This is an optimization exercise on Yosys and OpenROAD, whose aim is small area, not a production implementation. Only simulation tests tie the RTL to the original design; equivalence was not proved. No activity file was given, so power comes from the tool's default toggle rates.

Design poly_voice_engine, start of the top module:
module poly_voice_engine #(
  parameter int NUM_VOICES   = 8,
  parameter int PHASE_W      = 32,
  parameter int ENV_W        = 16,
  parameter int VEL_W        = 7,
  parameter int OUT_W        = 24,
  parameter int SAMPLE_DIV   = 1024,
  parameter int ATTACK_STEP  = 64,
  parameter int RELEASE_STEP = 16
) (
  input  logic                          i_clk,
  input  logic                          i_reset_n,
  input  logic                          i_cmd_valid,
  output logic                          o_cmd_ready,
  input  logic                          i_cmd_note_on,
  input  logic [$clog2(NUM_VOICES)-1:0] i_cmd_voice,
  input  logic [PHASE_W-1:0]            i_cmd_tuning,
  input  logic [VEL_W-1:0]              i_cmd_velocity,
  input  logic [1:0]                    i_wave_sel,
  output logic signed [OUT_W-1:0]       o_sample,
  output logic                          o_sample_valid,
  output logic [NUM_VOICES-1:0]         o_active_voices
);
  localparam int VW = $clog2(NUM_VOICES);
  localparam int TW = $clog2(SAMPLE_DIV);
  localparam int AW = 16 + VEL_W + VW;
  localparam int SW = (AW > OUT_W ? AW : OUT_W) + 1;
  localparam int EH = ENV_W - 4;
  localparam int PH = PHASE_W / 2;
  localparam logic [TW-1:0] T_SCAN = TW'(NUM_VOICES);
  localparam logic [TW-1:0] T_OUT  = TW'(NUM_VOICES + 2);
  localparam logic [TW-1:0] T_RDY  = TW'(NUM_VOICES + 3);
  localparam logic [ENV_W-1:0] ENV_MAX = '1;
  localparam logic [ENV_W-1:0] REL = ENV_W'(RELEASE_STEP);
  typedef enum logic [1:0] {IDLE, ATTACK, SUSTAIN, RELEASE} state_t;
  logic [TW-1:0]           r_tick;
  logic [PHASE_W-1:0]      c_phase  [NUM_VOICES];
  logic [PHASE_W-1:0]      c_tuning [NUM_VOICES];
  logic [VEL_W-1:0]        c_vel    [NUM_VOICES];
  logic [EH-1:0]           c_envh   [NUM_VOICES];
  logic                    c_envl   [NUM_VOICES];
  state_t                  r_state  [NUM_VOICES];
  logic [NUM_VOICES-1:0]   r_fresh;
  logic [NUM_VOICES-1:0]   r_active;
  logic [1:0]              r_sel;
  state_t                  r_st;
  logic                    r_fr, r_pc;
  logic signed [15:0]      r_a;
  logic signed [AW-1:0]    r_acc;
  logic signed [OUT_W-1:0] r_sample;
  logic                    r_sample_valid;
  ...
Size: ~3,300 cells after synthesis, ~790 flip-flops, roughly 33,000 µm² of cells after synthesis.
export LEC_CHECK = 0
export ABC_AREA = 1
export CAP_MARGIN = 0
export CORE_MARGIN = 2
export CORE_UTILIZATION = 55
export SLEW_MARGIN = 0
create_clock -name core_clock -period 10.0 [get_ports {i_clk}]
standard.sh (not shown) runs the stock make flow with config.mk's settings and CLKGATE_MAP_FILE= SYNTH_SCRIPT=/design/flow/synth_recipe.tcl, a recipe that flattens the netlist after the stock synthesis.
==> flow/flow/run.sh <==
#!/bin/bash
set -euo pipefail
here=$(cd "$(dirname "$0")" && pwd)
export CTS_ARGS="-sink_clustering_enable -repair_clock_nets -dont_use_dummy_load -buf_list sky130_fd_sc_hd__clkbuf_4 -sink_clustering_size 8 -sink_clustering_max_diameter 50"
export BUFFER_PORTS_ARGS="-buffer_cell sky130_fd_sc_hd__buf_1"
if [[ -s "$here/synth_args.txt" ]]; then export SYNTH_ARGS="$(cat "$here/synth_args.txt")"; fi
bash standard.sh > flow_standard.log 2>&1
The baseline passed the timing, design-rule and antenna checks.
==> next run, changes <==
==> flow/flow/synth_args.txt (new file) <==
-noabc
--- a/flow/config.mk
+++ b/flow/config.mk
@@ -7,6 +7,6 @@
 export LEC_CHECK = 0
 export ABC_AREA = 1
-export CAP_MARGIN = 0
+export CAP_MARGIN = 20
 export CORE_MARGIN = 2
-export CORE_UTILIZATION = 55
-export SLEW_MARGIN = 0
+export CORE_UTILIZATION = 40
+export SLEW_MARGIN = 20
Design area hardly moves; count of clock-buffer cells in the layout went up by 3; total power went up by 45%; cell count went up by 6.5%; area after synthesis went down by 1.3%; setup slack improved by 650 ps; clock skew went up by 47 ps.
==> next run, changes <==
removed: flow/flow/synth_args.txt
What happened:
- clock-buffer cell count falls by 1
- worst setup slack loses 530 ps
- global-route usage falls by 0.34 points
- clock skew falls by 28 ps
- die area rises by 1.3%
- routed wire length rises by 1.5%
- first-iteration DRC count falls by 3.8%
- final cell count rises by 0.41%
- non-clock buffer count rises by 2
- design area rises by 0.86%

[re-timing with driven ports]
How much do the figures lean on ideal ports? The routed layouts below were timed once more, with nothing changed but the port constraints.
Step 1 assumes that a clkbuf_16 drives the clock port and a buf_2 every other input.
Step 2 adds t to the input delays and takes it off the output delays; t is the mean of the earliest and latest rising clock arrival at the registers after step 1. Input paths then give back, and output paths get back, about the clock's delay inside the block.
Three values: no drivers, after step 1, after step 2; two values: the first two.
| run | shift t [ns] | setup slack, ns | hold WS [ns] | worst register clock-pin slew, ns | worst slew at a driven data input, ns |
|---|---|---|---|---|---|
| the first run | 0.856 | 1.293 / 1.293 / 1.293 | 0.219 / 0.219 / 0.219 | 0.10 / 0.10 | 0.10 |
| the second run | 0.926 | 1.941 / 1.941 / 1.941 | 0.219 / 0.219 / 0.219 | 0.10 / 0.10 | 0.14 |
| the third run | 0.869 | 1.414 / 1.414 / 1.414 | 0.258 / 0.258 / 0.258 | 0.12 / 0.12 | 0.18 |
After both steps every run listed still meets setup and hold.
